Source: an optimization exercise on an open RTL-to-GDS flow (aim: small area, a short achievable clock period and few clock cycles). Production flows keep margins and buffers that such runs may drop.
Only simulation tests tie the RTL to the original design; equivalence was not proved.
Power is estimated from default activity; no workload was simulated.

File: config.mk
export PLATFORM = sky130hd
export DESIGN_NAME = diff_drive_odometry
export DESIGN_NICKNAME = diff_drive_odometry
export VERILOG_FILES = /design/flow/design.v
export SDC_FILE = /design/flow/constraint.sdc
export NUM_CORES = 4
export LEC_CHECK = 0
export CAP_MARGIN = 20
export CORE_MARGIN = 2
export CORE_UTILIZATION = 40
export SLEW_MARGIN = 20
File: constraint.sdc
create_clock -name core_clock -period 11.0 [get_ports {i_clk}]
set_input_delay 2.2000 -clock core_clock [delete_from_list [all_inputs] [get_ports {i_clk}]]
set_output_delay 2.2000 -clock core_clock [all_outputs]
set_load 0.01 [all_outputs]
File: design.v
package ddo_pkg;
    localparam logic signed [33:0] PI_Q28      = 34'sd843314857;
    localparam logic signed [33:0] TWO_PI_Q28  = 34'sd1686629713;
    localparam logic signed [33:0] HALF_PI_Q28 = 34'sd421657428;
    localparam logic signed [31:0] CORDIC_GAIN_Q30 = 32'sd652032874;
    localparam logic signed [31:0] COS_ZERO_Q30 = 32'sd1073741826;
    localparam logic signed [31:0] SIN_ZERO_Q30 = -32'sd76;
    localparam logic [39:0] HALF_TRACK_DEFAULT = 40'd2621442;
    localparam logic [47:0] RADIUS_CAP = 48'h4000_0000_0000;
endpackage
module ddo_mul (
    input  logic signed [47:0] i_a,
    input  logic signed [47:0] i_acc,
    input  logic [7:0]         i_b,
    input  logic               i_bsig,
    output logic signed [47:0] o_acc,
    output logic [7:0]         o_low
);
    logic [56:0] w_a, w_p0, w_p1, w_p2, w_p3, w_p4, w_p5, w_p6, w_p7, w_sum;
    logic        w_neg;
    assign w_a   = 57'(i_a);
    assign w_neg = i_bsig & i_b[7];
    assign w_p0  = i_b[0] ? w_a        : 57'd0;
    assign w_p1  = i_b[1] ? w_a << 1   : 57'd0;
    assign w_p2  = i_b[2] ? w_a << 2   : 57'd0;
    assign w_p3  = i_b[3] ? w_a << 3   : 57'd0;
    assign w_p4  = i_b[4] ? w_a << 4   : 57'd0;
    assign w_p5  = i_b[5] ? w_a << 5   : 57'd0;
    assign w_p6  = i_b[6] ? w_a << 6   : 57'd0;
    assign w_p7  = i_b[7] ? (w_neg ? ~(w_a << 7) : w_a << 7) : 57'd0;
    assign w_sum = 57'(i_acc) + w_p0 + w_p1 + w_p2 + w_p3 + w_p4 + w_p5 + w_p6 + w_p7
                 + 57'(w_neg);
    assign o_acc = w_sum[55:8];
    assign o_low = w_sum[7:0];
endmodule
module ddo_div (
    input  logic [31:0] i_rem,
    input  logic [1:0]  i_nb,
    input  logic [31:0] i_den,
    output logic [31:0] o_rem,
    output logic [1:0]  o_q
);
    logic [32:0] w_r1, w_r2, w_r1s;
    logic [33:0] w_d1, w_d2;
    assign w_r1  = {i_rem, i_nb[1]};
    assign w_d1  = {1'b0, w_r1} - {2'b0, i_den};
    assign w_r1s = w_d1[33] ? w_r1 : w_d1[32:0];
    assign w_r2  = {w_r1s[31:0], i_nb[0]};
    assign w_d2  = {1'b0, w_r2} - {2'b0, i_den};
    assign o_rem = w_d2[33] ? w_r2[31:0] : w_d2[31:0];
    assign o_q   = {~w_d1[33], ~w_d2[33]};
endmodule
module ddo_cordic (
    input  logic signed [31:0] i_x,
    input  logic signed [31:0] i_y,
    input  logic signed [31:0] i_z,
    input  logic [4:0]         i_i,
    output logic signed [31:0] o_x,
    output logic signed [31:0] o_y,
    output logic signed [31:0] o_z
);
    logic signed [31:0] w_tx, w_ty, w_at;
    always_comb begin
        case (i_i)
            5'd0:  w_at = 32'sd843314856;
            5'd1:  w_at = 32'sd497837829;
            5'd2:  w_at = 32'sd263043836;
            5'd3:  w_at = 32'sd133525158;
            5'd4:  w_at = 32'sd67021686;
            5'd5:  w_at = 32'sd33543515;
            5'd6:  w_at = 32'sd16775850;
            5'd7:  w_at = 32'sd8388437;
            5'd8:  w_at = 32'sd4194282;
            5'd9:  w_at = 32'sd2097149;
            5'd10: w_at = 32'sd1048575;
            5'd11: w_at = 32'sd524287;
            5'd12: w_at = 32'sd262143;
            5'd13: w_at = 32'sd131071;
            5'd14: w_at = 32'sd65535;
            5'd15: w_at = 32'sd32767;
            5'd16: w_at = 32'sd16383;
            5'd17: w_at = 32'sd8191;
            5'd18: w_at = 32'sd4095;
            5'd19: w_at = 32'sd2047;
            5'd20: w_at = 32'sd1023;
            5'd21: w_at = 32'sd511;
            5'd22: w_at = 32'sd255;
            5'd23: w_at = 32'sd127;
            default: w_at = 32'sd0;
        endcase
    end
    assign w_tx = i_y >>> i_i;
    assign w_ty = i_x >>> i_i;
    assign o_x  = i_z[31] ? i_x + w_tx : i_x - w_tx;
    assign o_y  = i_z[31] ? i_y - w_ty : i_y + w_ty;
    assign o_z  = i_z[31] ? i_z + w_at : i_z - w_at;
endmodule
import ddo_pkg::*;
module diff_drive_odometry (
    input  logic         i_clk,
    input  logic         i_rst_n,
    input  logic         s_axis_tvalid,
    output logic         s_axis_tready,
    input  logic [63:0]  s_axis_tdata,
    output logic         m_axis_tvalid,
    input  logic         m_axis_tready,
    output logic [127:0] m_axis_tdata,
    input  logic         i_cfg_valid,
    output logic         o_cfg_ready,
    input  logic [2:0]   i_cfg_index,
    input  logic [27:0]  i_cfg_data
);
    localparam logic [3:0] F_IDLE = 4'd0, F_ML = 4'd1, F_LW = 4'd2, F_MR = 4'd3, F_RW = 4'd4,
                           F_MT   = 4'd5, F_TW = 4'd6, F_NH = 4'd7, F_WRAP = 4'd8,
                           F_DONE = 4'd9;
    localparam logic [2:0] C_IDLE = 3'd0, C_HDIV = 3'd1, C_HDONE = 3'd2, C_CD = 3'd3,
                           C_WAIT = 3'd4, C_SCD  = 3'd5, C_FIN   = 3'd6;
    localparam logic [2:0] M_IDLE = 3'd0, M_MX = 3'd1, M_XU = 3'd2, M_MY = 3'd3,
                           M_YU   = 3'd4, M_MR2 = 3'd5, M_SW = 3'd6, M_CINIT = 3'd7;
    logic [23:0] r_left_scale, r_right_scale, r_inv_track;
    logic [19:0] r_turn_db;
    logic [27:0] r_gyro_db;
    logic signed [31:0] r_heading, r_gyro;
    logic signed [31:0] r_out_h, r_x, r_y, r_out_g;
    logic               r_out_valid;
    logic [3:0] r_fst;
    logic [2:0] r_cst, r_mst;
    logic [1:0] r_fcnt;
    logic [4:0] r_ccnt;
    logic [2:0] r_mcnt;
    logic signed [47:0] r_ma;
    logic [39:0]        r_mb;
    logic signed [47:0] r_acc;
    logic               r_blast;
    logic [39:0]        r_fl;        
    logic               r_flneg;
    logic [31:0]        r_fdmag;     
    logic               r_fdneg, r_fturn;
    logic signed [33:0] r_fnh;       
    logic [31:0] r_rem;
    logic [47:0] r_nq;
    logic        r_ovf;
    logic [31:0] r_dmag;
    logic        r_lneg, r_dneg;
    logic signed [31:0] r_cx, r_cy, r_cz, r_c0, r_s0;
    logic        r_cneg, r_n0;
    logic [39:0] r_half;
    logic        r_half_ok;
    logic        r_sgx, r_sgy, r_mstr;
    logic signed [32:0] r_ymul;
    logic signed [47:0] w_mul_acc;
    logic [7:0]  w_mul_low;
    logic [31:0] w_div_rem;
    logic [1:0]  w_div_q;
    logic signed [31:0] w_cor_x, w_cor_y, w_cor_z;
    logic        w_f_step, w_m_step, w_f_mul, w_m_busy;
    assign w_f_step = (r_fst == F_ML) || (r_fst == F_MR) || (r_fst == F_MT);
    assign w_m_step = (r_mst == M_MX) || (r_mst == M_MY) || (r_mst == M_MR2);
    assign w_f_mul  = w_f_step || (r_fst == F_LW) || (r_fst == F_RW) || (r_fst == F_TW);
    assign w_m_busy = (r_mst != M_IDLE) || (r_cst == C_WAIT);
    ddo_mul u_mul (.i_a(r_ma), .i_acc(r_acc), .i_b(r_mb[7:0]), .i_bsig(r_blast),
                   .o_acc(w_mul_acc), .o_low(w_mul_low));
    ddo_div u_div (.i_rem(r_rem), .i_nb(r_nq[47:46]), .i_den(r_dmag), .o_rem(w_div_rem), .o_q(w_div_q));
    ddo_cordic u_cor (.i_x(r_cx), .i_y(r_cy), .i_z(r_cz), .i_i(r_ccnt),
                      .o_x(w_cor_x), .o_y(w_cor_y), .o_z(w_cor_z));
    logic [15:0] w_lc, w_rc, w_lc_mag;
    assign w_lc     = s_axis_tdata[15:0];
    assign w_rc     = s_axis_tdata[31:16];
    assign w_lc_mag = w_lc[15] ? 16'd0 - w_lc : w_lc;
    logic signed [40:0] w_wr;
    logic signed [41:0] w_diff;
    assign w_wr   = $signed({r_acc[24:0], r_mb[39:24]});
    assign w_diff = r_flneg ? 42'(w_wr) + 42'(r_fl) : 42'(w_wr) - 42'(r_fl);
    logic [59:0] w_gx;
    logic        w_pneg, w_pfrac, w_big;
    logic [32:0] w_m33;
    logic [31:0] w_dmag_new;
    logic        w_dsat;
    assign w_pneg  = r_acc[47];
    assign w_pfrac = |r_mb[27:16];
    assign w_gx    = w_pneg ? ~{r_acc, r_mb[39:28]} : {r_acc, r_mb[39:28]};
    assign w_big   = |w_gx[59:32];
    assign w_m33   = {1'b0, w_gx[31:0]} + 33'(w_pneg & ~w_pfrac);
    always_comb begin
        if (w_pneg) begin
            w_dsat     = w_big || w_m33[32] || (w_m33[31] && (|w_m33[30:0]));
            w_dmag_new = w_dsat ? 32'h8000_0000 : w_m33[31:0];
        end else begin
            w_dsat     = w_big || w_m33[32] || w_m33[31];
            w_dmag_new = w_dsat ? 32'h7FFF_FFFF : w_m33[31:0];
        end
    end
    logic        w_ge_pi, w_lt_mpi, w_gt_hpi, w_lt_mhpi, w_in_range;
    logic signed [33:0] w_ang_a, w_ang_b, w_ang_sum;
    logic        w_ang_cin, w_fneg;
    assign w_ge_pi    = r_fnh >= PI_Q28;
    assign w_lt_mpi   = r_fnh < -PI_Q28;
    assign w_gt_hpi   = r_fnh > HALF_PI_Q28;
    assign w_lt_mhpi  = r_fnh < -HALF_PI_Q28;
    assign w_in_range = !w_ge_pi && !w_lt_mpi;
    always_comb begin
        w_ang_cin = 1'b0;
        w_fneg    = 1'b0;
        w_ang_a   = r_fnh;
        if (r_fst == F_NH) begin
            w_ang_a   = 34'(r_heading);
            w_ang_b   = r_fdneg ? ~$signed({2'b0, r_fdmag}) : $signed({2'b0, r_fdmag});
            w_ang_cin = r_fdneg;
        end else if (w_ge_pi)   w_ang_b = -TWO_PI_Q28;
        else if (w_lt_mpi)      w_ang_b = TWO_PI_Q28;
        else if (w_gt_hpi) begin
            w_ang_b = -PI_Q28;
            w_fneg  = 1'b1;
        end else if (w_lt_mhpi) begin
            w_ang_b = PI_Q28;
            w_fneg  = 1'b1;
        end else                w_ang_b = '0;
    end
    assign w_ang_sum = w_ang_a + w_ang_b + 34'(w_ang_cin);
    logic [47:0] w_qc;
    logic        w_qneg;
    logic signed [47:0] w_r;
    logic signed [32:0] w_cdp, w_sdp;
    logic        w_same;
    assign w_qc   = (r_ovf || (r_nq > RADIUS_CAP)) ? RADIUS_CAP : r_nq;
    assign w_qneg = r_lneg ^ r_dneg;
    assign w_r    = $signed({8'd0, r_half}) + $signed(w_qneg ? ~w_qc : w_qc) + 48'(w_qneg);
    assign w_same = (r_n0 == r_cneg);
    assign w_cdp  = w_same ? 33'(r_c0) - 33'(r_cx) : 33'(r_c0) + 33'(r_cx);
    assign w_sdp  = w_same ? 33'(r_s0) - 33'(r_cy) : 33'(r_s0) + 33'(r_cy);
    logic signed [57:0] w_f;
    logic        w_ffrac, w_fbig, w_sg, w_cin;
    logic signed [31:0] w_pos;
    logic signed [35:0] w_psum;
    logic signed [31:0] w_pos_new;
    assign w_f     = $signed({r_acc, r_mb[39:30]});
    assign w_ffrac = r_acc[47] && (|r_mb[29:0]);
    assign w_fbig  = !((&w_f[57:33]) || !(|w_f[57:33]));
    assign w_sg    = (r_mst == M_XU) ? r_sgx : r_sgy;
    assign w_pos   = (r_mst == M_XU) ? r_x : r_y;
    assign w_cin   = w_sg ? !w_ffrac : w_ffrac;
    assign w_psum  = 36'(w_pos) + (w_sg ? ~w_f[35:0] : w_f[35:0]) + 36'(w_cin);
    always_comb begin
        if (w_fbig)
            w_pos_new = (w_sg ^ w_f[57]) ? 32'sh8000_0000 : 32'sh7FFF_FFFF;
        else if ((&w_psum[35:31]) || !(|w_psum[35:31]))
            w_pos_new = w_psum[31:0];
        else
            w_pos_new = w_psum[35] ? 32'sh8000_0000 : 32'sh7FFF_FFFF;
    end
    logic signed [31:0] w_g;
    logic [31:0] w_gx32;
    logic        w_g_pass;
    logic signed [32:0] w_g_sum;
    logic signed [31:0] w_gyro_new;
    assign w_g      = s_axis_tdata[63:32];
    assign w_gx32   = w_g[31] ? ~w_g : w_g;
    assign w_g_pass = w_g[31] ? (w_gx32 >= 32'(r_gyro_db)) : (w_gx32 > 32'(r_gyro_db));
    assign w_g_sum  = 33'(r_gyro) + 33'(w_g);
    always_comb begin
        if (!w_g_pass)                     w_gyro_new = r_gyro;
        else if (w_g_sum[32] != w_g_sum[31]) w_gyro_new = w_g_sum[32] ? 32'sh8000_0000 : 32'sh7FFF_FFFF;
        else                               w_gyro_new = w_g_sum[31:0];
    end
    logic w_rd, w_cstart, w_sstart, w_take;
    assign w_rd     = (r_cst == C_WAIT) && (r_mst == M_IDLE) && !w_f_mul && !r_out_valid;
    assign w_cstart = ((r_cst == C_IDLE) || w_rd) && r_half_ok && (r_fst == F_DONE) && r_fturn;
    assign w_sstart = (r_cst == C_IDLE) && (r_mst == M_IDLE) && r_half_ok && (r_fst == F_DONE) &&
                      !r_fturn && !r_out_valid;
    assign w_take   = w_cstart || (r_cst == C_FIN);
    assign s_axis_tready = w_take;
    assign o_cfg_ready   = 1'b1;
    assign m_axis_tvalid = r_out_valid;
    assign m_axis_tdata  = {r_out_g, r_y, r_x, r_out_h};
    always_ff @(posedge i_clk) begin
        if (!i_rst_n) begin
            r_fst         <= F_IDLE;
            r_cst         <= C_IDLE;
            r_mst         <= M_IDLE;
            r_out_valid   <= 1'b0;
            r_left_scale  <= 24'd65536;
            r_right_scale <= 24'd65536;
            r_inv_track   <= 24'd209715;
            r_turn_db     <= 20'd26844;
            r_gyro_db     <= 28'd5368709;
            r_heading     <= '0;
            r_gyro        <= '0;
            r_x           <= '0;
            r_y           <= '0;
            r_cx          <= COS_ZERO_Q30;
            r_cy          <= SIN_ZERO_Q30;
            r_cneg        <= 1'b0;
            r_half        <= HALF_TRACK_DEFAULT;
            r_half_ok     <= 1'b1;
        end else begin
            if (w_take) begin
                r_heading <= r_fnh[31:0];
                r_gyro    <= w_gyro_new;
            end
            if (((r_mst == M_YU) && !r_mstr) || (r_cst == C_FIN))
                r_out_valid <= 1'b1;
            else if (m_axis_tready)
                r_out_valid <= 1'b0;
            case (r_fst)
                F_IDLE: if (s_axis_tvalid && !w_m_busy) r_fst <= F_ML;
                F_ML:   if (r_fcnt == 2'd1) r_fst <= F_LW;
                F_LW:   r_fst <= F_MR;
                F_MR:   if (r_fcnt == 2'd1) r_fst <= F_RW;
                F_RW:   r_fst <= F_MT;
                F_MT:   if (r_fcnt == 2'd2) r_fst <= F_TW;
                F_TW:   r_fst <= F_NH;
                F_NH:   r_fst <= F_WRAP;
                F_WRAP: if (w_in_range) r_fst <= F_DONE;
                F_DONE: if (w_take) r_fst <= F_IDLE;
                default: r_fst <= F_IDLE;
            endcase
            if (w_cstart) begin
                r_cx   <= CORDIC_GAIN_Q30;
                r_cy   <= '0;
                r_cneg <= w_fneg;
                r_cst  <= C_CD;
            end else begin
                case (r_cst)
                    C_IDLE: begin
                        if (!r_half_ok) begin
                            if (r_inv_track == 24'd0) begin
                                r_half    <= '0;
                                r_half_ok <= 1'b1;
                            end else begin
                                r_cst <= C_HDIV;
                            end
                        end
                    end
                    C_HDIV:  if (r_ccnt == 5'd23) r_cst <= C_HDONE;
                    C_HDONE: begin
                        r_half    <= r_nq[39:0];
                        r_half_ok <= 1'b1;
                        r_cst     <= C_IDLE;
                    end
                    C_CD, C_SCD: begin
                        r_cx <= w_cor_x;
                        r_cy <= w_cor_y;
                        if (r_ccnt == 5'd23) r_cst <= (r_cst == C_CD) ? C_WAIT : C_FIN;
                    end
                    C_WAIT: if (w_rd) r_cst <= C_IDLE;
                    C_FIN:  r_cst <= C_IDLE;
                    default: r_cst <= C_IDLE;
                endcase
            end
            case (r_mst)
                M_IDLE: begin
                    if (w_rd)          r_mst <= M_MX;
                    else if (w_sstart) r_mst <= M_MR2;
                end
                M_MX:  if (r_mcnt == 3'd4) r_mst <= M_XU;
                M_XU: begin
                    r_x   <= w_pos_new;
                    r_mst <= M_MY;
                end
                M_MY:  if (r_mcnt == 3'd4) r_mst <= M_YU;
                M_YU: begin
                    r_y   <= w_pos_new;
                    r_mst <= r_mstr ? M_CINIT : M_IDLE;
                end
                M_MR2: if (r_mcnt == 3'd1) r_mst <= M_SW;
                M_SW:  r_mst <= M_MX;
                M_CINIT: begin
                    r_cx   <= CORDIC_GAIN_Q30;
                    r_cy   <= '0;
                    r_cneg <= w_fneg;
                    r_cst  <= C_SCD;
                    r_mst  <= M_IDLE;
                end
                default: r_mst <= M_IDLE;
            endcase
            if (i_cfg_valid) begin
                case (i_cfg_index)
                    3'd0: r_left_scale  <= i_cfg_data[23:0];
                    3'd1: r_right_scale <= i_cfg_data[23:0];
                    3'd2: begin
                        r_inv_track <= i_cfg_data[23:0];
                        r_half_ok   <= 1'b0;
                        r_fst       <= F_IDLE;
                        r_cst       <= C_IDLE;
                        r_mst       <= M_IDLE;
                    end
                    3'd3: r_turn_db     <= i_cfg_data[19:0];
                    3'd4: r_gyro_db     <= i_cfg_data;
                    default: ;
                endcase
            end
        end
    end
    always_ff @(posedge i_clk) begin
        r_fcnt <= w_f_step ? r_fcnt + 2'd1 : 2'd0;
        r_mcnt <= w_m_step ? r_mcnt + 3'd1 : 3'd0;
        if (w_cstart) r_ccnt <= '0;
        else if (r_cst == C_HDIV || r_cst == C_CD || r_cst == C_SCD) r_ccnt <= r_ccnt + 5'd1;
        else r_ccnt <= '0;
        r_blast <= ((r_fst == F_MR) && (r_fcnt == 2'd0)) ||
                   ((r_mst == M_MR2) && (r_mcnt == 3'd0)) ||
                   ((r_mst == M_MX || r_mst == M_MY) && (r_mcnt == 3'd3));
        if (w_rd) begin
            r_out_h <= r_heading;
            r_out_g <= r_gyro;
        end else if (r_cst == C_FIN) begin
            r_out_h <= r_fnh[31:0];
            r_out_g <= w_gyro_new;
        end
        if (w_f_step || w_m_step) begin
            r_acc <= w_mul_acc;
            r_mb  <= {w_mul_low, r_mb[39:8]};
        end else if (r_fst == F_IDLE && !w_m_busy) begin
            r_ma  <= 48'(r_left_scale);
            r_mb  <= 40'(w_lc_mag);
            r_acc <= '0;
        end else if (r_fst == F_LW) begin
            r_ma  <= 48'(r_right_scale);
            r_mb  <= 40'($signed(w_rc));
            r_acc <= '0;
        end else if (r_fst == F_RW) begin
            r_ma  <= 48'(w_diff);
            r_mb  <= 40'(r_inv_track);
            r_acc <= '0;
        end else if (w_rd) begin
            r_ma  <= w_r;
            r_mb  <= 40'(w_cdp);
            r_acc <= '0;
        end else if (w_sstart) begin
            r_ma  <= 48'(r_right_scale);
            r_mb  <= 40'($signed(w_rc));
            r_acc <= '0;
        end else if (r_mst == M_XU) begin
            r_mb  <= 40'(r_ymul);
            r_acc <= '0;
        end else if (r_mst == M_SW) begin
            r_ma  <= 48'(w_wr);
            r_mb  <= 40'(r_cy);
            r_acc <= '0;
        end
        if (r_fst == F_LW) begin
            r_fl    <= {r_acc[23:0], r_mb[39:24]};
            r_flneg <= w_lc[15];
        end
        if (w_rd)                 r_ymul <= w_sdp;
        else if (r_mst == M_SW)   r_ymul <= 33'(r_cx);
        case (r_fst)
            F_TW: begin
                r_fdmag <= w_dmag_new;
                r_fdneg <= w_pneg && (w_dmag_new != 32'd0);
            end
            F_NH: begin
                r_fnh   <= w_ang_sum;
                r_fturn <= (r_fdmag != 32'd0) && (r_fdmag >= 32'(r_turn_db));
            end
            F_WRAP: if (!w_in_range) r_fnh <= w_ang_sum;
            default: ;
        endcase
        if (w_rd) begin
            r_sgx  <= r_n0;
            r_sgy  <= !r_n0;
            r_mstr <= 1'b0;
        end else if (w_sstart) begin
            r_mstr <= 1'b1;
        end else if (r_mst == M_SW) begin
            r_sgx  <= r_cneg;
            r_sgy  <= r_cneg;
        end
        if (w_cstart) begin
            r_rem  <= 32'(r_fl[39:20]);
            r_nq   <= {r_fl[19:0], 28'd0};
            r_dmag <= r_fdmag;
            r_ovf  <= 32'(r_fl[39:20]) >= r_fdmag;
            r_lneg <= r_flneg;
            r_dneg <= r_fdneg;
            r_cz   <= w_ang_sum[31:0] <<< 2;
            r_c0   <= r_cx;
            r_s0   <= r_cy;
            r_n0   <= r_cneg;
        end else if (r_cst == C_IDLE && !r_half_ok) begin
            r_rem  <= '0;
            r_nq   <= 48'd1 << 39;
            r_dmag <= 32'(r_inv_track);
        end else if (r_cst == C_HDIV || r_cst == C_CD || r_cst == C_SCD) begin
            r_rem <= w_div_rem;
            r_nq  <= {r_nq[45:0], w_div_q};
            if (r_cst != C_HDIV) r_cz <= w_cor_z;
        end
        if (r_mst == M_CINIT) r_cz <= w_ang_sum[31:0] <<< 2;
    end
endmodule
File: run.sh
#!/bin/bash
# synth_recipe.tcl (not shown) runs the flow's synth.tcl, then flattens the netlist and writes it again
# the make line also repeats each setting of config.mk as NAME=value (left out here)
make -C /OpenROAD-flow-scripts/flow DESIGN_CONFIG=/design/flow/config.mk WORK_HOME=/design/flow/orfs CLKGATE_MAP_FILE= SYNTH_SCRIPT=/design/flow/synth_recipe.tcl finish
==> run_results.csv, run 1 <==
group,metric,value,unit
drt,drt-vias-per-instance,5.87,
drt,wl_met1,124,mm
drt,drc,0,
drt,wire_per_inst,23.5,µm
power_and_ir_drop,clockPowerShare,15.8,%
hold_path,hold_depth,1,
clocking,cts.sink_count,963,
outcome,status,"no timing/DRC/antenna violations",
setup_path,regToRegStartpoint,"r_dmag[1]",
drt,drtIter0Drc,7418,
synthesis,synthesis.area,86100,µm²
drt,topRoutingLayerUsed,"met5",
clocking,clock_latency,830,ps
global_routing,grt_pass1_wl,457,mm
power_and_ir_drop,combPwrFrac,66.5,%
die,rows,170,
hold_path,hp-start,"r_fcnt[0]",
clocking,clock-root-buffer,"clkbuf_16",
sta,setup_violations,0,
hold_path,whs_endpoint,"r_fcnt[0]",
placement,dpl-instance-area,90900,µm²
setup_path,r2r-end,"r_rem[3]",
placement,gp_congestion,0.992,
setup_path,crit_arrival,8130,ps
drt,final_antenna_net_count,0,
die,die_w,468,µm
sta,skew,55.1,ps
sta,slew_headroom,28.6,%
layout,finish.instance_area,95200,µm²
setup_path,required,11530,ps
setup_path,startpoint_type,"flop",
setup_path,crit_type,"reg -> reg",
layout,nNetsFinal,11100,
die,die_y,468,µm
power_and_ir_drop,total_power,27.1,mW
clocking,cts_buffers,118,
setup_path,r2r_slack,3390,ps
clocking,post_cts_resized,0,
synthesis,synthArstFlopShare,0,%
synthesis,synth-seq-cells,963,
layout,final_common_cell,"nand2_1",
synthesis,synth_nets,11200,
sta,rsz0062_at_grt,"false",
power_and_ir_drop,switching_power,13.1,mW
setup_path,end_kind,"flop",
setup_path,r2r_cells,25,
power_and_ir_drop,p_leak,38.8,nW
power_and_ir_drop,powerDensity,285,nW/µm²
synthesis,yosys_warnings,2,
global_routing,grt_pass1_vias,73500,
hold_path,hold_path.class,"reg -> reg",
placement,port_buffers,229,
global_routing,antenna_found_initial,39,
drt,wl_met2,140,mm
clocking,clk_pin_slew,70,ps
global_routing,grt_max_degree,145,
sta,fmax,131,MHz
sta,worstMarginPinSlew,1070,ps
drt,met3_length,23.6,mm
global_routing,grt-ovfl-total,0,
synthesis,yosysUniqueCellTypes,108,
setup_path,startpoint,"r_dmag[1]",
synthesis,avgSynthCellArea,8.50,µm²
layout,drive_above_1_share,5.73,%
layout,nFillCells,20800,
power_and_ir_drop,p_int,14.1,mW
clocking,cts_max_path_buffers,3,
global_routing,grtUsageTotal,27.2,%
layout,final_cell_mix,"nand2_1, a21oi_1, inv_1, nor2_1, ha_1",
setup_path,cp_max_fo,49,
synthesis,syn_inst,10100,
drt,routed_wl,306,mm
synthesis,seq_area_frac_synth,28.4,%
drt,via_count,76400,
drt,first_pass_iters,6,
power_and_ir_drop,swShare,48.2,%
power_and_ir_drop,sequentialPowerShare,17.6,%
synthesis,dominantRegCellSynth,"edfxtp_1",
job,cap_violations,0,
sta,drv_slew,0,
power_and_ir_drop,ir_worst_vdd,0.000513,V
sta,period_share,69.1,%
die,boundaryPins,231,
layout,area_delta_synth_final,10.6,%
die,coreArea,214000,µm²
sta,final_hold_viol_count,0,
clocking,postCtsHoldBufs,0,
placement,hpwl,230,mm
sta,finalCriticalPeriod,7610,ps
sta,finalSetupTns,0,ps
clocking,cts.repair_timing.setup_buffer_count,0,
die,dieArea,219000,µm²
clocking,tritoncts,"yes",
synthesis,synth_edf_count,514,
die,start_util,40.2,%
clocking,htreeDepth,3,
==> per-layer routing <==
metal  track usage (%)  vias to the layer above
li1                  -                    35400
met1              35.1                    37200
met2              43.5                     3082
met3              4.76                      703
met4              14.1                        4
met5                 0                        -
==> worst max-delay path, stage by stage (launching register included) <==
cell and delay [ps]:
edfxtp_1 380, inv_1 110, ha_1 290, nor2b_1 130, o21ai_0 100, a21boi_0 390, o41ai_1 170, a2111oi_0 390
buf_1 270, o2111ai_1 240, a31o_2 340, o21ai_4 170, buf_4 490, mux2_2 420, ha_1 360, and4_1 260
a221o_1 310, a31oi_1 270, nand3b_1 160, o211a_1 270, a211oi_1 270, o21ai_0 130, o211ai_1 140, nand2_1 630
a32oi_1 470, o21ai_0 130
==> worst max-delay path by stage <==
stage / end / depth (start not counted) / slack, ps
after floorplan: r_acc[0] / 8 / 4090
after global placement: r_rem[15] / 24 / 3130
after detailed placement: r_rem[3] / 25 / 3470
after CTS: r_rem[3] / 27 / 3450
after global routing: r_rem[3] / 27 / 2790
final: r_rem[3] / 25 / 3390
==> metrics by stage <==
| step | util, % | std cells | hold slack, ps | setup slack (ps) |
|---|---|---|---|---|
| floorplan | - | 10100 | 409 | 4090 |
| global placement | 42.4 | 12700 | 431 | 3130 |
| detailed placement | 42.4 | 12700 | 439 | 3470 |
| CTS | 44.4 | 13000 | 448 | 3450 |
| global route | 44.5 | 13000 | 468 | 2790 |
| finish | 44.5 | 13000 | 450 | 3390 |
==> cells in the mapped netlist (all sizes together) (94+ instances only) <==
cell    number  area, µm²
nor2       639       2400
xor2       334       2930
ha         557       6970
edfxtp     514      15400
a21oi      857       4290
nand3      169        846
xnor2      519       4550
dfxtp      449       8990
and2       227       1420
a211oi     119        893
o21ai      536       2680
clkbuf     485       1820
buf         99        485
fa         367       7350
a21o       269       2020
a31oi      111        694
nand2     1528       5740
nor3       125        631
inv        691       2600
nor2b      105        657
nand2b      94        588
==> registers in the layout (all words and copies together) (netlist names), 28 cells and up <==
signal,count
r_c0,32
r_cx,32
r_gyro,32
r_fnh,34
r_out_h,32
r_y,32
r_mb,40
r_x,32
r_half,40
r_cz,32
r_out_g,32
r_dmag,32
r_heading,32
r_s0,32
r_nq,48
r_rem,32
r_ma,48
r_fdmag,32
r_fl,40
r_ymul,33
r_cy,32
r_acc,48
u_cor.w_at,30
r_gyro_db,28
==> final cells by class <==
type / instances / area, µm² / share of cell area (%)
Clock buffer: 147 / 3210 / 3.37
Clock inverter: 78 / 1060 / 1.11
Sequential cell: 963 / 24400 / 25.7
Tap cell: 2838 / 3550 / 3.73
Inverter: 695 / 2620 / 2.75
Timing Repair Buffer: 365 / 3330 / 3.50
Multi-Input combinational cell: 7887 / 57000 / 59.8
Antenna cell: 31 / 77.6 / 0.0815
==> cells by family (layout without fill, tap and decap cells) <==
group / Yosys count / count (layout) / share of synthesized area [%]
and+or+nand+nor: 3264 / 3264 / 17.3
AOI/OAI and AO/OA: 2644 / 2644 / 19.5
buffers and inverters: 1280 / 1285 / 5.73
DFF: 963 / 963 / 28.4
adders and majority gates: 929 / 929 / 16.7
xor gates and xnor gates: 853 / 853 / 8.68
muxes: 196 / 196 / 3.71
other: 1 / 32 / 0.00436
==> power groups by stage <==
stage | logic, mW | registers (mW) | clock network [mW]
finish | 18.0 | 4.78 | 4.30
global route | 20.1 | 4.80 | 4.48
CTS | 17.9 | 4.76 | 4.35
detailed placement | 17.7 | 4.84 | 0
global placement | 17.5 | 4.83 | 0
floorplan | 13.3 | 4.59 | 0
Testbench counts, summed over its fixed seeds: cycles 46,301.
==> run 2, diff against run 1 <==
--- a/design.v
+++ b/design.v
@@ -93,5 +93,11 @@
     assign w_ty = i_x >>> i_i;
-    assign o_x  = i_z[31] ? i_x + w_tx : i_x - w_tx;
-    assign o_y  = i_z[31] ? i_y - w_ty : i_y + w_ty;
-    assign o_z  = i_z[31] ? i_z + w_at : i_z - w_at;
+    logic        w_neg;
+    logic [32:0] w_sx, w_sy, w_sz;
+    assign w_neg = i_z[31];
+    assign w_sx  = {i_x, 1'b1} + {(w_neg ? w_tx : ~w_tx), ~w_neg};
+    assign w_sy  = {i_y, 1'b1} + {(w_neg ? ~w_ty : w_ty), w_neg};
+    assign w_sz  = {i_z, 1'b1} + {(w_neg ? w_at : ~w_at), ~w_neg};
+    assign o_x   = w_sx[32:1];
+    assign o_y   = w_sy[32:1];
+    assign o_z   = w_sz[32:1];
 endmodule
@@ -113,4 +119,3 @@
     localparam logic [3:0] F_IDLE = 4'd0, F_ML = 4'd1, F_LW = 4'd2, F_MR = 4'd3, F_RW = 4'd4,
-                           F_MT   = 4'd5, F_TW = 4'd6, F_NH = 4'd7, F_WRAP = 4'd8,
-                           F_DONE = 4'd9;
+                           F_MT   = 4'd5, F_TW = 4'd6, F_WRAP = 4'd8, F_DONE = 4'd9;
     localparam logic [2:0] C_IDLE = 3'd0, C_HDIV = 3'd1, C_HDONE = 3'd2, C_CD = 3'd3,
@@ -159,3 +164,3 @@
     assign w_f_mul  = w_f_step || (r_fst == F_LW) || (r_fst == F_RW) || (r_fst == F_TW);
-    assign w_m_busy = (r_mst != M_IDLE) || (r_cst == C_WAIT);
+    assign w_m_busy = ((r_mst != M_IDLE) && (r_mst != M_YU)) || (r_cst == C_WAIT);
     ddo_mul u_mul (.i_a(r_ma), .i_acc(r_acc), .i_b(r_mb[7:0]), .i_bsig(r_blast),
@@ -172,3 +177,5 @@
     assign w_wr   = $signed({r_acc[24:0], r_mb[39:24]});
-    assign w_diff = r_flneg ? 42'(w_wr) + 42'(r_fl) : 42'(w_wr) - 42'(r_fl);
+    logic [42:0] w_diff_s;
+    assign w_diff_s = {42'(w_wr), 1'b1} + {(r_flneg ? 42'(r_fl) : ~(42'(r_fl))), !r_flneg};
+    assign w_diff   = $signed(w_diff_s[42:1]);
     logic [59:0] w_gx;
@@ -192,5 +199,12 @@
     end
+    logic [34:0] w_nh_s;
+    logic signed [33:0] w_nh_new;
+    assign w_nh_s   = {34'(r_heading), 1'b1} + {r_acc[21:0], r_mb[39:28], (w_pneg & w_pfrac)};
+    assign w_nh_new = w_dsat ? (w_pneg ? 34'(r_heading) - 34'sh8000_0000
+                                       : 34'(r_heading) + 34'sh7FFF_FFFF)
+                             : $signed(w_nh_s[34:1]);
     logic        w_ge_pi, w_lt_mpi, w_gt_hpi, w_lt_mhpi, w_in_range;
     logic signed [33:0] w_ang_a, w_ang_b, w_ang_sum;
-    logic        w_ang_cin, w_fneg;
+    logic        w_ang_cin, w_fneg, w_z0neg;
+    localparam logic signed [33:0] ATAN0_Q28 = 34'sd210828714;    
     assign w_ge_pi    = r_fnh >= PI_Q28;
@@ -203,18 +217,21 @@
         w_fneg    = 1'b0;
+        w_z0neg   = 1'b0;
         w_ang_a   = r_fnh;
-        if (r_fst == F_NH) begin
-            w_ang_a   = 34'(r_heading);
-            w_ang_b   = r_fdneg ? ~$signed({2'b0, r_fdmag}) : $signed({2'b0, r_fdmag});
-            w_ang_cin = r_fdneg;
-        end else if (w_ge_pi)   w_ang_b = -TWO_PI_Q28;
+        if (w_ge_pi)            w_ang_b = -TWO_PI_Q28;
         else if (w_lt_mpi)      w_ang_b = TWO_PI_Q28;
         else if (w_gt_hpi) begin
-            w_ang_b = -PI_Q28;
+            w_ang_b = -PI_Q28 + ATAN0_Q28;
             w_fneg  = 1'b1;
+            w_z0neg = 1'b1;
         end else if (w_lt_mhpi) begin
-            w_ang_b = PI_Q28;
+            w_ang_b = PI_Q28 - ATAN0_Q28;
             w_fneg  = 1'b1;
-        end else                w_ang_b = '0;
+        end else if (r_fnh[33]) begin
+            w_ang_b = ATAN0_Q28;
+            w_z0neg = 1'b1;
+        end else                w_ang_b = -ATAN0_Q28;
     end
-    assign w_ang_sum = w_ang_a + w_ang_b + 34'(w_ang_cin);
+    logic [34:0] w_ang_s;
+    assign w_ang_s   = {w_ang_a, 1'b1} + {w_ang_b, w_ang_cin};
+    assign w_ang_sum = $signed(w_ang_s[34:1]);
     logic [47:0] w_qc;
@@ -224,8 +241,13 @@
     logic        w_same;
-    assign w_qc   = (r_ovf || (r_nq > RADIUS_CAP)) ? RADIUS_CAP : r_nq;
+    assign w_qc   = r_ovf ? RADIUS_CAP : r_nq;
     assign w_qneg = r_lneg ^ r_dneg;
-    assign w_r    = $signed({8'd0, r_half}) + $signed(w_qneg ? ~w_qc : w_qc) + 48'(w_qneg);
+    logic [48:0] w_r_s;
+    assign w_r_s  = {8'd0, r_half, 1'b1} + {(w_qneg ? ~w_qc : w_qc), w_qneg};
+    assign w_r    = $signed(w_r_s[48:1]);
     assign w_same = (r_n0 == r_cneg);
-    assign w_cdp  = w_same ? 33'(r_c0) - 33'(r_cx) : 33'(r_c0) + 33'(r_cx);
-    assign w_sdp  = w_same ? 33'(r_s0) - 33'(r_cy) : 33'(r_s0) + 33'(r_cy);
+    logic [33:0] w_cdp_s, w_sdp_s;
+    assign w_cdp_s = {33'(r_c0), 1'b1} + {(w_same ? ~(33'(r_cx)) : 33'(r_cx)), w_same};
+    assign w_sdp_s = {33'(r_s0), 1'b1} + {(w_same ? ~(33'(r_cy)) : 33'(r_cy)), w_same};
+    assign w_cdp   = $signed(w_cdp_s[33:1]);
+    assign w_sdp   = $signed(w_sdp_s[33:1]);
     logic signed [57:0] w_f;
@@ -241,3 +263,5 @@
     assign w_cin   = w_sg ? !w_ffrac : w_ffrac;
-    assign w_psum  = 36'(w_pos) + (w_sg ? ~w_f[35:0] : w_f[35:0]) + 36'(w_cin);
+    logic [36:0] w_psum_s;
+    assign w_psum_s = {36'(w_pos), 1'b1} + {(w_sg ? ~w_f[35:0] : w_f[35:0]), w_cin};
+    assign w_psum   = $signed(w_psum_s[36:1]);
     always_comb begin
@@ -310,4 +334,3 @@
                 F_MT:   if (r_fcnt == 2'd2) r_fst <= F_TW;
-                F_TW:   r_fst <= F_NH;
-                F_NH:   r_fst <= F_WRAP;
+                F_TW:   r_fst <= F_WRAP;
                 F_WRAP: if (w_in_range) r_fst <= F_DONE;
@@ -318,3 +341,3 @@
                 r_cx   <= CORDIC_GAIN_Q30;
-                r_cy   <= '0;
+                r_cy   <= w_z0neg ? -CORDIC_GAIN_Q30 : CORDIC_GAIN_Q30;
                 r_cneg <= w_fneg;
@@ -333,3 +356,3 @@
                     end
-                    C_HDIV:  if (r_ccnt == 5'd23) r_cst <= C_HDONE;
+                    C_HDIV:  if (r_ccnt == 5'd22) r_cst <= C_HDONE;
                     C_HDONE: begin
@@ -368,3 +391,3 @@
                     r_cx   <= CORDIC_GAIN_Q30;
-                    r_cy   <= '0;
+                    r_cy   <= w_z0neg ? -CORDIC_GAIN_Q30 : CORDIC_GAIN_Q30;
                     r_cneg <= w_fneg;
@@ -396,3 +419,3 @@
         r_mcnt <= w_m_step ? r_mcnt + 3'd1 : 3'd0;
-        if (w_cstart) r_ccnt <= '0;
+        if (w_cstart || r_mst == M_CINIT) r_ccnt <= 5'd1;
         else if (r_cst == C_HDIV || r_cst == C_CD || r_cst == C_SCD) r_ccnt <= r_ccnt + 5'd1;
@@ -450,8 +473,8 @@
                 r_fdneg <= w_pneg && (w_dmag_new != 32'd0);
+                r_fnh   <= w_nh_new;
             end
-            F_NH: begin
-                r_fnh   <= w_ang_sum;
+            F_WRAP: begin
                 r_fturn <= (r_fdmag != 32'd0) && (r_fdmag >= 32'(r_turn_db));
+                if (!w_in_range) r_fnh <= w_ang_sum;
             end
-            F_WRAP: if (!w_in_range) r_fnh <= w_ang_sum;
             default: ;
@@ -469,6 +492,6 @@
         if (w_cstart) begin
-            r_rem  <= 32'(r_fl[39:20]);
-            r_nq   <= {r_fl[19:0], 28'd0};
+            r_rem  <= 32'(r_fl[39:18]);
+            r_nq   <= {r_fl[17:0], 30'd0};
             r_dmag <= r_fdmag;
-            r_ovf  <= 32'(r_fl[39:20]) >= r_fdmag;
+            r_ovf  <= 32'(r_fl[39:18]) >= r_fdmag;
             r_lneg <= r_flneg;
@@ -481,3 +504,3 @@
             r_rem  <= '0;
-            r_nq   <= 48'd1 << 39;
+            r_nq   <= 48'd1 << 41;
             r_dmag <= 32'(r_inv_track);
--- a/config.mk
+++ b/config.mk
@@ -10,2 +10,3 @@
 export CORE_UTILIZATION = 40
+export SETUP_SLACK_MARGIN = 5
 export SLEW_MARGIN = 20
==> run 2 against run 1 <==
  * Critical endpoint is now r_acc[42]
  * Sequential power down 1%
  * Largest cell class unchanged
  * Largest power group unchanged
  * Die area up 0.22%
  * Still clean on timing, DRC and antenna
  * Critical path type unchanged
  * Worst setup slack better by 1700 ps
  * Power up 23%
  * Critical path depth down 1
  * Cell area up 3.2%
  * Non-clock buffer count up 130
  * Synthesized area up 0.23%
  * Synthesized cell count up 2.1%
  * Clock power down 2%
  * Clock skew down 1.1 ps
==> run_results.csv, run 2 <==
group,metric,value,unit
layout,nNetsFinal,11400,
clocking,clock-root-buffer,"clkbuf_16",
drt,drc,0,
drt,first_pass_iters,6,
sta,final_hold_viol_count,0,
synthesis,synth.area.top_cells,"edfxtp_1, dfxtp_1, ha_1, fa_1, nand2_1",
drt,wire_per_inst,24.4,µm
sta,rsz0062_at_grt,"true",
layout,drive_above_1_share,8.02,%
sta,worstMarginPinSlew,1320,ps
die,die_w,468,µm
die,coreArea,214000,µm²
sta,fmax,169,MHz
setup_path,crit_arrival,6450,ps
die,dieArea,219000,µm²
sta,slew_headroom,11.0,%
synthesis,seq_area_frac_synth,27.6,%
sta,skew,54.0,ps
clocking,tritoncts,"yes",
clocking,cts_max_path_buffers,3,
placement,port_buffers,229,
global_routing,grtUsageTotal,28.1,%
global_routing,grt_pass1_vias,75100,
sta,drv_slew,0,
clocking,htreeDepth,3,
setup_path,crit_buf_inv,6,
sta,finalSetupTns,0,ps
setup_path,startpoint_type,"flop",
layout,final_cell_mix,"nand2_1, a21oi_1, inv_1, o21ai_0, nor2_1",
global_routing,grt_max_degree,111,
die,start_util,40.2,%
layout,final_common_cell,"nand2_1",
setup_path,end_kind,"flop",
clocking,postCtsHoldBufs,0,
setup_path,path_common_cell,"a21o_1",
setup_path,path_delay_family,"adder cells",
layout,seqCellArea,23800,µm²
global_routing,antenna_found_initial,18,
synthesis,yosysUniqueCellTypes,98,
drt,via_count,79500,
die,die_y,468,µm
power_and_ir_drop,ir_worst_vdd,0.000754,V
placement,dpl-instance-area,91200,µm²
drt,final_antenna_net_count,0,
die,boundaryPins,231,
drt,routed_wl,325,mm
synthesis,syn_inst,10300,
setup_path,slowest_delay,560,ps
placement,dp_cells,13000,
hold_path,hold_path.class,"reg -> reg",
power_and_ir_drop,powerDensity,340,nW/µm²
synthesis,dominantRegCellSynth,"edfxtp_1",
setup_path,cp_max_fo,12,
synthesis,avgSynthCellArea,8.34,µm²
layout,nFillCells,20800,
global_routing,grt_pass1_wl,474,mm
setup_path,required,11520,ps
sta,period_share,53.9,%
synthesis,yosysMostFrequentCell,"nand2_1",
synthesis,synth_top_area_share,17.9,%
synthesis,synth_nets,11400,
synthesis,synth_edf_count,514,
power_and_ir_drop,p_leak,40.6,nW
clocking,clock_latency,820,ps
clocking,cts.sink_count,933,
global_routing,grt-ovfl-total,0,
placement,gp_congestion,0.966,
synthesis,synth-seq-cells,933,
clocking,cts_buffers,118,
clocking,clk_pin_slew,60,ps
synthesis,synthesis.area,86300,µm²
outcome,status,"no timing/DRC/antenna violations",
placement,hpwl,237,mm
die,rows,170,
synthesis,synth_commonest_cells,"nand2_1, a21oi_1, inv_1, o21ai_0, nor2_1",
layout,finish.instance_area,98300,µm²
synthesis,synth_area_leader_cell,"edfxtp_1",
job,cap_violations,0,
drt,drtIter0Drc,8054,
setup_path,slowest_stage,"fa_1",
sta,setup_violations,0,
setup_path,crit_type,"reg -> reg",
setup_path,crit_chain,"buf_4 > buf_16 > nand2_1 > fa_1 > inv_1 > fa_1 > inv_1 > fa_1 > fa_1 > inv_2 > ha_4 > a21o_1 > a21o_1 > a21o_1 > a21o_1 > a21o_1 > a21o_1 > a2111oi_4 > buf_4 > o31ai_4 > a211oi_2 > o21bai_1 > xnor2_1 > nor2_1",
drt,drt-vias-per-instance,5.96,
layout,instances_no_fill,13300,
layout,reg_top3,"r_acc: 48 flops, r_ma: 48 flops, r_nq: 48 flops",
synthesis,yosys_warnings,2,
synthesis,synthArstFlopShare,0,%
layout,area_delta_synth_final,14.0,%
sta,finalCriticalPeriod,5930,ps
layout,multiInputGateArea,58800,µm²
## run 2: cell count changes after synthesis, moves of 31 or more
cell / previous run / this run
inv_1: 686 / 717
o211ai_1: 68 / 104
ha_1: 557 / 591
xor2_1: 334 / 262
a21oi_1: 857 / 788
buf_1: 60 / 105
o21ai_0: 529 / 665
xnor2_1: 519 / 600
mux4_2: 81 / 34
a21o_1: 269 / 321
## run 2: path summary, 6_finish.rpt
| kind | from | endpoint | slack (ps) | cells past startpoint |
|---|---|---|---|---|
| max | r_mb[2] | r_acc[42] | 5070 | 24 |
| min | r_fdneg | r_dneg | 440 | 0 |
| max reg2reg | r_mb[2] | r_acc[42] | 5070 | 24 |
| min reg2reg | r_fdneg | r_dneg | 440 | 0 |
## run 2: cell type report
| cell class | count | share of cell area, % |
|---|---|---|
| Timing Repair Buffer | 495 | 5.17 |
| Multi-Input combinational cell | 8108 | 59.8 |
| Clock buffer | 150 | 3.36 |
| Clock inverter | 75 | 0.925 |
| Antenna cell | 17 | 0.0433 |
| Sequential cell | 933 | 24.3 |
| Tap cell | 2838 | 3.61 |
| Timing Repair inverter | 2 | 0.0178 |
| Inverter | 725 | 2.81 |
## run 2: logic make-up (layout without fill, tap and decap cells)
| group | count (synthesis) | in the layout | share of synthesized area, % |
|---|---|---|---|
| muxes | 154 | 154 | 2.33 |
| xor gates and xnor gates | 862 | 862 | 8.75 |
| adders and majority gates | 957 | 957 | 17.0 |
| DFF | 933 | 933 | 27.6 |
| other | 1 | 18 | 0.00435 |
| buffers and inverters | 1303 | 1447 | 5.71 |
| AOI/OAI and AO/OA | 2873 | 2875 | 21.3 |
| and+or+nand+nor | 3257 | 3259 | 17.3 |
## run 2: stage by stage
stage | total power [mW] | worst slack, ps | util (%) | hold slack [ps]
after floorplan | 20.2 | 5010 | - | 400
after global placement | 25.4 | 3680 | 42.5 | 417
after detailed placement | 25.6 | 3770 | 42.5 | 420
after CTS | 31.1 | 4940 | 45.1 | 434
after global routing | 36.1 | 4890 | 45.8 | 438
final | 33.4 | 5070 | 45.8 | 436
## run 2: worst reg2reg max path, delay by kind of cell, from the launching register on
family | cells | cell delay [ps]
DFF | 1 | 350
xor gates and xnor gates | 1 | 170
and+or+nand+nor | 2 | 140
AOI/OAI and AO/OA | 10 | 1900
buffers and inverters | 6 | 730
adders and majority gates | 5 | 2330
## run 2: repair_timing
action,CTS,global route
setup buffers,32,71
resized for setup,141,178
endpoints found under the setup margin,235,216
hold endpoints to repair,0,0
cloned,16,15
pin swaps,21,87
## run 2: routing by layer
layer,track usage (%),up-vias,wire (µm)
li1,-,36600,-
met1,37.0,38700,133000
met2,45.1,3530,148000
met3,4.01,762,25100
met4,14.4,2,18700
met5,0,-,8
## run 2: power breakdown
| group | total, mW | switching, mW | internal, mW |
|---|---|---|---|
| sequential | 4.73 | 0.419 | 4.31 |
| clock | 4.22 | 1.77 | 2.45 |
| combinational | 24.5 | 14.0 | 10.4 |
| total | 33.4 | 16.2 | 17.2 |
Testbench counts of run 2, summed over its fixed seeds: cycles 43,643.
==> run 3, diff against run 2 <==
--- a/design.v
+++ b/design.v
@@ -201,6 +201,12 @@
     logic signed [33:0] w_nh_new;
-    assign w_nh_s   = {34'(r_heading), 1'b1} + {r_acc[21:0], r_mb[39:28], (w_pneg & w_pfrac)};
-    assign w_nh_new = w_dsat ? (w_pneg ? 34'(r_heading) - 34'sh8000_0000
-                                       : 34'(r_heading) + 34'sh7FFF_FFFF)
-                             : $signed(w_nh_s[34:1]);
+    logic        w_sat_pos, w_sat_neg, w_nsat;
+    logic [33:0] w_nh_b;
+    assign w_sat_pos = !w_pneg && (|r_acc[47:19]);
+    assign w_sat_neg = w_pneg && !(&r_acc[47:19]) &&
+                       !(w_pfrac && (&r_acc[47:20]) && !r_acc[19] && (&r_acc[18:0]) && (&r_mb[39:28]));
+    assign w_nsat    = w_sat_pos || w_sat_neg;
+    assign w_nh_b    = w_sat_pos ? 34'sh7FFF_FFFF : w_sat_neg ? -34'sh8000_0000
+                                                  : {r_acc[21:0], r_mb[39:28]};
+    assign w_nh_s    = {34'(r_heading), 1'b1} + {w_nh_b, (w_pneg & w_pfrac & !w_nsat)};
+    assign w_nh_new  = $signed(w_nh_s[34:1]);
     logic        w_ge_pi, w_lt_mpi, w_gt_hpi, w_lt_mhpi, w_in_range;
--- a/config.mk
+++ b/config.mk
@@ -9,3 +9,3 @@
 export CORE_MARGIN = 2
-export CORE_UTILIZATION = 40
+export CORE_UTILIZATION = 60
 export SETUP_SLACK_MARGIN = 5
==> run 3 against run 2 <==
  * Clock-buffer cell count decreased by 26
  * Sequential power increased by 1%
  * Maximum frequency fell by 8.8%
  * Combinational power up 2%
  * Cell area fell by 2.1%
  * Register-to-register slack got worse by 570 ps
  * Sequential cell count unchanged
  * Hold slack got worse by 1.3 ps
  * Global-route usage rose by 13 points
  * Highest routed layer unchanged
==> run_results.csv, run 3 <==
group,metric,value,unit
outcome,status,"no timing/DRC/antenna violations",
placement,gp_congestion,1.01,
global_routing,grt-ovfl-total,0,
hold_path,whs_endpoint,"r_dneg",
hold_path,hp-start,"r_fdneg",
drt,drt-vias-per-instance,6.49,
placement,dp_cells,11700,
synthesis,synthArstFlopShare,0,%
setup_path,r2r-end,"r_rem[0]",
sta,rsz0062_at_grt,"true",
power_and_ir_drop,ir_worst_vdd,0.000608,V
setup_path,startpoint_type,"flop",
synthesis,yosysUniqueCellTypes,111,
die,coreArea,140000,µm²
sta,drv_slew,0,
setup_path,path_common_cell,"o21ai_2",
sta,slew_headroom,23.8,%
synthesis,synth_commonest_cells,"nand2_1, a21oi_1, inv_1, nor2_1, o21ai_0",
job,cap_violations,0,
layout,nFillCells,11300,
global_routing,grt_pass1_wl,450,mm
power_and_ir_drop,powerDensity,353,nW/µm²
global_routing,grt_max_degree,82,
synthesis,dominantRegCellSynth,"edfxtp_1",
layout,drive_above_1_share,10.1,%
die,rows,137,
placement,dp_slack,3470,ps
synthesis,synth_nets,11000,
drt,first_pass_iters,6,
sta,layout_setup_ws,4500,ps
placement,hpwl,220,mm
clocking,cts.sink_count,933,
setup_path,crit_arrival,7010,ps
die,start_util,60.4,%
sta,final_hold_viol_count,0,
synthesis,synth_top_area_share,18.3,%
clocking,clk_pin_slew,70,ps
synthesis,synthesis.area,84300,µm²
hold_path,hold_path.class,"reg -> reg",
setup_path,slowest_stage,"a2111o_1",
sta,period_share,59.1,%
clocking,htreeDepth,3,
synthesis,synth_edf_count,514,
power_and_ir_drop,p_leak,40.0,nW
clocking,tritoncts,"yes",
sta,skew,54.3,ps
clocking,clock-root-buffer,"clkbuf_16",
setup_path,slowest_delay,440,ps
placement,port_buffers,229,
synthesis,synth.area.top_cells,"edfxtp_1, dfxtp_1, ha_1, fa_1, nand2_1",
drt,drc,0,
layout,final_common_cell,"nand2_1",
global_routing,grtUsageTotal,41.3,%
layout,nNetsFinal,11200,
drt,routed_wl,311,mm
setup_path,end_kind,"flop",
synthesis,yosys_warnings,2,
drt,final_antenna_net_count,0,
synthesis,syn_inst,9980,
layout,area_delta_synth_final,14.2,%
layout,reg_top3,"r_acc: 48 flops, r_ma: 48 flops, r_nq: 48 flops",
die,dieArea,143000,µm²
synthesis,synth_area_leader_cell,"edfxtp_1",
die,die_w,379,µm
synthesis,seq_area_frac_synth,28.3,%
clocking,cts_max_path_buffers,3,
setup_path,crit_type,"reg -> reg",
die,die_y,379,µm
synthesis,avgSynthCellArea,8.44,µm²
die,boundaryPins,231,
setup_path,r2r_cells,31,
drt,wire_per_inst,25.6,µm
hold_path,hold_depth,0,
global_routing,antenna_found_initial,18,
layout,instances_no_fill,12100,
drt,via_count,78700,
sta,worstMarginPinSlew,1140,ps
sta,setup_violations,0,
setup_path,required,11510,ps
clocking,cts_buffers,108,
global_routing,grt_pass1_vias,73400,
drt,drtIter0Drc,9087,
sta,finalSetupTns,0,ps
synthesis,synth-seq-cells,933,
clocking,clock_latency,780,ps
setup_path,cp_max_fo,7,
setup_path,regToRegStartpoint,"r_dmag[1]",
sta,fmax,154,MHz
layout,final_cell_mix,"nand2_1, a21oi_1, inv_1, nor2_1, xnor2_1",
sta,finalCriticalPeriod,6500,ps
setup_path,r2r_slack,4500,ps
synthesis,yosysMostFrequentCell,"nand2_1",
==> run 3: worst max-delay path by stage <==
| stage | startpoint | to | slack (ps) |
|---|---|---|---|
| after global routing | r_dmag[1] | r_rem[0] | 4290 |
| after CTS | r_dmag[1] | r_rem[0] | 4680 |
| after floorplan | r_dmag[1] | r_rem[1] | 4990 |
| after global placement | r_mb[7] | r_acc[46] | 3550 |
| final | r_dmag[1] | r_rem[0] | 4500 |
| after detailed placement | r_mb[7] | r_acc[46] | 3470 |
==> run 3: per-stage QoR <==
step	power, mW	instance area, µm²	utilization, %	hold WS [ps]
final	34.0	96300	69.0	434
after global routing	36.2	96200	69.0	441
after CTS	30.9	94200	67.5	426
after detailed placement	24.6	88200	63.2	412
after global placement	24.4	88200	63.2	410
after floorplan	19.6	84400	-	400
==> run 3: routing by layer <==
metal | GRT usage [%] | up-vias | routed length (µm) | share of wire (%)
met5 | 0 | - | 31 | 0.010
met4 | 23.7 | 4 | 22200 | 7.1
met3 | 8.24 | 1041 | 33200 | 11
met2 | 64.3 | 4372 | 137000 | 44
met1 | 53.5 | 38000 | 119000 | 38
li1 | - | 35200 | - | -
==> run 3: critical path, delay by kind of cell (launching register included) <==
family	cells	cell delay, ps
simple gates	4	620
buf+inv	4	600
mux	2	440
flops	1	420
fa+ha+maj	2	480
compound gates	19	3690
==> run 3: timing repair <==
item / CTS / global route
hold endpoints to repair: 0 / 0
setup endpoints to repair: 221 / 230
pin swaps: 81 / 159
buffers inserted: 87 / 101
hold buffers: 0 / 0
resized for setup: 212 / 236
cloned: 18 / 18
==> run 3: kinds of logic (layout without fill, tap and decap cells) <==
| logic type | count (synthesis) | in the layout | synth area share, % |
|---|---|---|---|
| flops | 933 | 933 | 28.3 |
| compound gates | 2669 | 2672 | 20.1 |
| simple gates | 3106 | 3111 | 16.6 |
| buf+inv | 1259 | 1515 | 5.78 |
| fa+ha+maj | 956 | 956 | 17.4 |
| other cells | 1 | 12 | 0.00445 |
| xor+xnor | 825 | 825 | 8.58 |
| mux | 231 | 231 | 3.28 |
==> run 3: layout make-up <==
cell class / instances / area [µm²] / share of cell area (%)
Clock inverter: 82 / 1040 / 1.08
Tap cell: 1876 / 2350 / 2.44
Multi-Input combinational cell: 7796 / 57400 / 59.6
Clock buffer: 124 / 2950 / 3.06
Inverter: 711 / 2680 / 2.79
Antenna cell: 11 / 27.5 / 0.0286
Sequential cell: 933 / 23800 / 24.8
Timing Repair Buffer: 598 / 6000 / 6.23
==> run 3: report_power, final <==
part | leakage (nW) | switching (mW) | internal, mW
sequential | 8.25 | 0.477 | 4.31
clock | 1.95 | 1.70 | 2.37
combinational | 29.8 | 14.2 | 10.9
Testbench counts of run 3, summed over its fixed seeds: cycles 43,643.
==> run 4, diff against run 3 <==
--- a/config.mk
+++ b/config.mk
@@ -9,3 +9,3 @@
 export CORE_MARGIN = 2
-export CORE_UTILIZATION = 60
+export CORE_UTILIZATION = 40
 export SETUP_SLACK_MARGIN = 5
==> run 4 against run 3 <==
  * Synthesized area stayed put
  * Combinational power barely moved
  * Final cell count grew 7.8%
  * Worst setup slack gained 99 ps
  * First-iteration DRC count fell by 17%
  * Clock power is essentially flat
  * Still clean
  * Core utilization down 22 points
  * Synthesized cell count is the same
==> run_results.csv, run 4 <==
group,metric,value,unit
outcome,status,"no timing/DRC/antenna violations",
drt,wire_per_inst,24.2,µm
drt,drtIter0Drc,7529,
power_and_ir_drop,total_power,34.1,mW
placement,hpwl,228,mm
synthesis,synthArstFlopShare,0,%
synthesis,synth_nets,11000,
global_routing,grtUsageTotal,28.1,%
clocking,tritoncts,"yes",
drt,topRoutingLayerUsed,"met5",
sta,finalSetupTns,0,ps
clocking,postCtsHoldBufs,0,
setup_path,end_kind,"flop",
sta,holdWs,455,ps
synthesis,synthesis.area,84300,µm²
synthesis,seq_area_frac_synth,28.3,%
synthesis,syn_inst,9980,
synthesis,yosysMostFrequentCell,"nand2_1",
layout,final_cell_mix,"nand2_1, a21oi_1, inv_1, nor2_1, xnor2_1",
sta,fmax,156,MHz
sta,final_hold_viol_count,0,
setup_path,path_depth,32,
synthesis,synth_top_area_share,18.3,%
global_routing,grt_max_degree,107,
job,cap_violations,0,
die,start_util,40.2,%
layout,area_delta_synth_final,15.7,%
power_and_ir_drop,combPwrFrac,74.2,%
sta,period_share,58.2,%
setup_path,r2r_slack,4600,ps
global_routing,grt_pass1_wl,463,mm
clocking,clk_pin_slew,60,ps
power_and_ir_drop,ir_worst_vdd,0.000620,V
power_and_ir_drop,powerDensity,349,nW/µm²
die,boundaryPins,231,
setup_path,crit_arrival,6950,ps
sta,worstMarginPinSlew,1170,ps
clocking,cts_buffers,114,
drt,via_count,76300,
setup_path,startpoint_type,"flop",
synthesis,synth_commonest_cells,"nand2_1, a21oi_1, inv_1, nor2_1, o21ai_0",
global_routing,antenna_found_initial,27,
sta,drv_slew,0,
clocking,cts.sink_count,933,
placement,port_buffers,229,
die,die_w,463,µm
sta,skew,71.8,ps
power_and_ir_drop,switching_power,16.2,mW
synthesis,yosysUniqueCellTypes,111,
placement,gp_congestion,0.960,
setup_path,crit_type,"reg -> reg",
drt,routed_wl,317,mm
layout,nFillCells,20200,
sta,finalCriticalPeriod,6400,ps
setup_path,crit_buf_inv,5,
layout,seqCellArea,23800,µm²
clocking,clock_latency,800,ps
sta,rsz0062_at_grt,"true",
sta,setup_violations,0,
synthesis,avgSynthCellArea,8.44,µm²
drt,first_pass_iters,7,
die,coreArea,210000,µm²
power_and_ir_drop,p_int,17.8,mW
drt,drt-vias-per-instance,5.83,
hold_path,hold_depth,2,
setup_path,slowest_delay,490,ps
power_and_ir_drop,clockPowerShare,11.9,%
clocking,clock-root-buffer,"clkbuf_16",
clocking,htreeDepth,3,
die,rows,168,
drt,wl_met2,146,mm
sta,slew_headroom,21.6,%
synthesis,synth_edf_count,514,
setup_path,required,11550,ps
synthesis,yosys_warnings,2,
synthesis,dominantRegCellSynth,"edfxtp_1",
setup_path,cp_max_fo,18,
power_and_ir_drop,sequentialPowerShare,13.9,%
layout,reg_top3,"r_acc: 48 flops, r_ma: 48 flops, r_nq: 48 flops",
die,dieArea,214000,µm²
setup_path,r2r_cells,32,
setup_path,path_delay_family,"compound AO/OA/AOI/OAI gates",
layout,multiInputGateArea,57400,µm²
synthesis,synth.area.top_cells,"edfxtp_1, dfxtp_1, ha_1, fa_1, nand2_1",
layout,nNetsFinal,11200,
setup_path,slowest_stage,"a2111o_1",
global_routing,grt_pass1_vias,73500,
die,die_y,463,µm
power_and_ir_drop,p_leak,40.0,nW
drt,wl_met1,128,mm
hold_path,hold_path.class,"reg -> reg",
drt,drc,0,
global_routing,grt-ovfl-total,0,
synthesis,synth_area_leader_cell,"edfxtp_1",
layout,final_common_cell,"nand2_1",
power_and_ir_drop,swShare,47.7,%
drt,met3_length,24.4,mm
clocking,cts_max_path_buffers,3,
synthesis,synth-seq-cells,933,
layout,drive_above_1_share,10.2,%
drt,final_antenna_net_count,0,
## run 4: worst min-delay path, stage by stage, from the launching register on
cell	delay, ps
dfxtp_1	310
nand2_1	50
a21oi_1	50
## run 4: final cells by class
| type | instances | area share (%) |
|---|---|---|
| multi-input combinational | 7795 | 58.9 |
| sequential | 933 | 24.4 |
| timing repair buffer | 606 | 6.20 |
| tap | 2805 | 3.60 |
| clock buffer | 156 | 3.42 |
| inverter | 711 | 2.75 |
| clock inverter | 62 | 0.693 |
| antenna | 13 | 0.0334 |
## run 4: repair_timing
| action | 4_1_cts | 5_1_grt |
|---|---|---|
| setup buffers | 124 | 103 |
| hold endpoints to repair | 0 | 0 |
| endpoints found under the setup margin | 222 | 211 |
| gates resized for setup | 222 | 200 |
| pin swaps | 105 | 189 |
| cloned | 17 | 11 |
## run 4: routing by layer
metal	global-route usage, %	vias to the layer above
met2	45.5	3140
li1	-	35300
met5	0	-
met4	15.2	8
met3	4.10	703
met1	36.0	37200
## run 4: power groups by stage
stage	clock network, mW	registers (mW)	logic (mW)
2_1_floorplan	0	4.54	15.0
3_3_place_gp	0	4.87	19.2
3_5_place_dp	0	4.88	19.4
4_1_cts	4.12	4.73	22.4
5_1_grt	4.25	4.75	27.7
6_report	4.05	4.75	25.3
## run 4: kinds of logic after synthesis
kind of cell / synth area share [%]
xor+xnor: 8.58
fa+ha+maj: 17.4
buf+inv: 5.78
flops: 28.3
other cells: 0.00445
compound gates: 20.1
mux: 3.28
simple gates: 16.6
## run 4: stage by stage
| stage | cells | util [%] | setup slack, ps | instance area [µm²] |
|---|---|---|---|---|
| after floorplan | 9980 | - | 4990 | 84400 |
| after global placement | 12600 | 42.5 | 3440 | 89200 |
| after detailed placement | 12600 | 42.6 | 3450 | 89200 |
| after CTS | 13000 | 45.6 | 4700 | 95600 |
| after global routing | 13100 | 46.5 | 4350 | 97500 |
| final | 13100 | 46.5 | 4600 | 97500 |
## run 4: worst paths after layout
kind | startpoint | endpoint
worst max-delay path | r_nq[47] | r_rem[1]
worst min-delay path | r_gyro_db[6] | r_gyro_db[6]
worst max register to register | r_nq[47] | r_rem[1]
worst min register to register | r_gyro_db[6] | r_gyro_db[6]

[what the ideal ports hide]
In the flow no input, the clock included, has a driving cell. The finished layouts below were timed again as built, in two steps.
Step 1: set_driving_cell puts a clkbuf_16 on i_clk and a buf_2 on each other input, an assumption about the parent block.
Step 2 also shifts input and output timing later by t, the mid clock arrival at the registers, as if the neighbouring blocks saw the same clock.
Slacks: ideal / step 1 / step 2; pairs: ideal / step 1.
| run | t, ns | setup WS [ns] | worst setup path at the end | slew at the worst register clock pin (ns) |
|---|---|---|---|---|
| run 1 | 0.897 | 3.395 / 3.395 / 3.395 | register to register | 0.07 / 0.07 |
| run 2 | 0.881 | 5.069 / 4.994 / 4.351 | input to register | 0.07 / 0.07 |
| run 3 | 0.843 | 4.499 / 4.499 / 4.439 | input to register | 0.07 / 0.07 |
| run 4 | 0.854 | 4.597 / 4.597 / 4.408 | input to register | 0.08 / 0.08 |
After both steps every run listed still meets setup and hold. For run 2, which loses most, drivers alone change the setup slack by -0.075 ns; drivers and shift together by -0.718 ns.
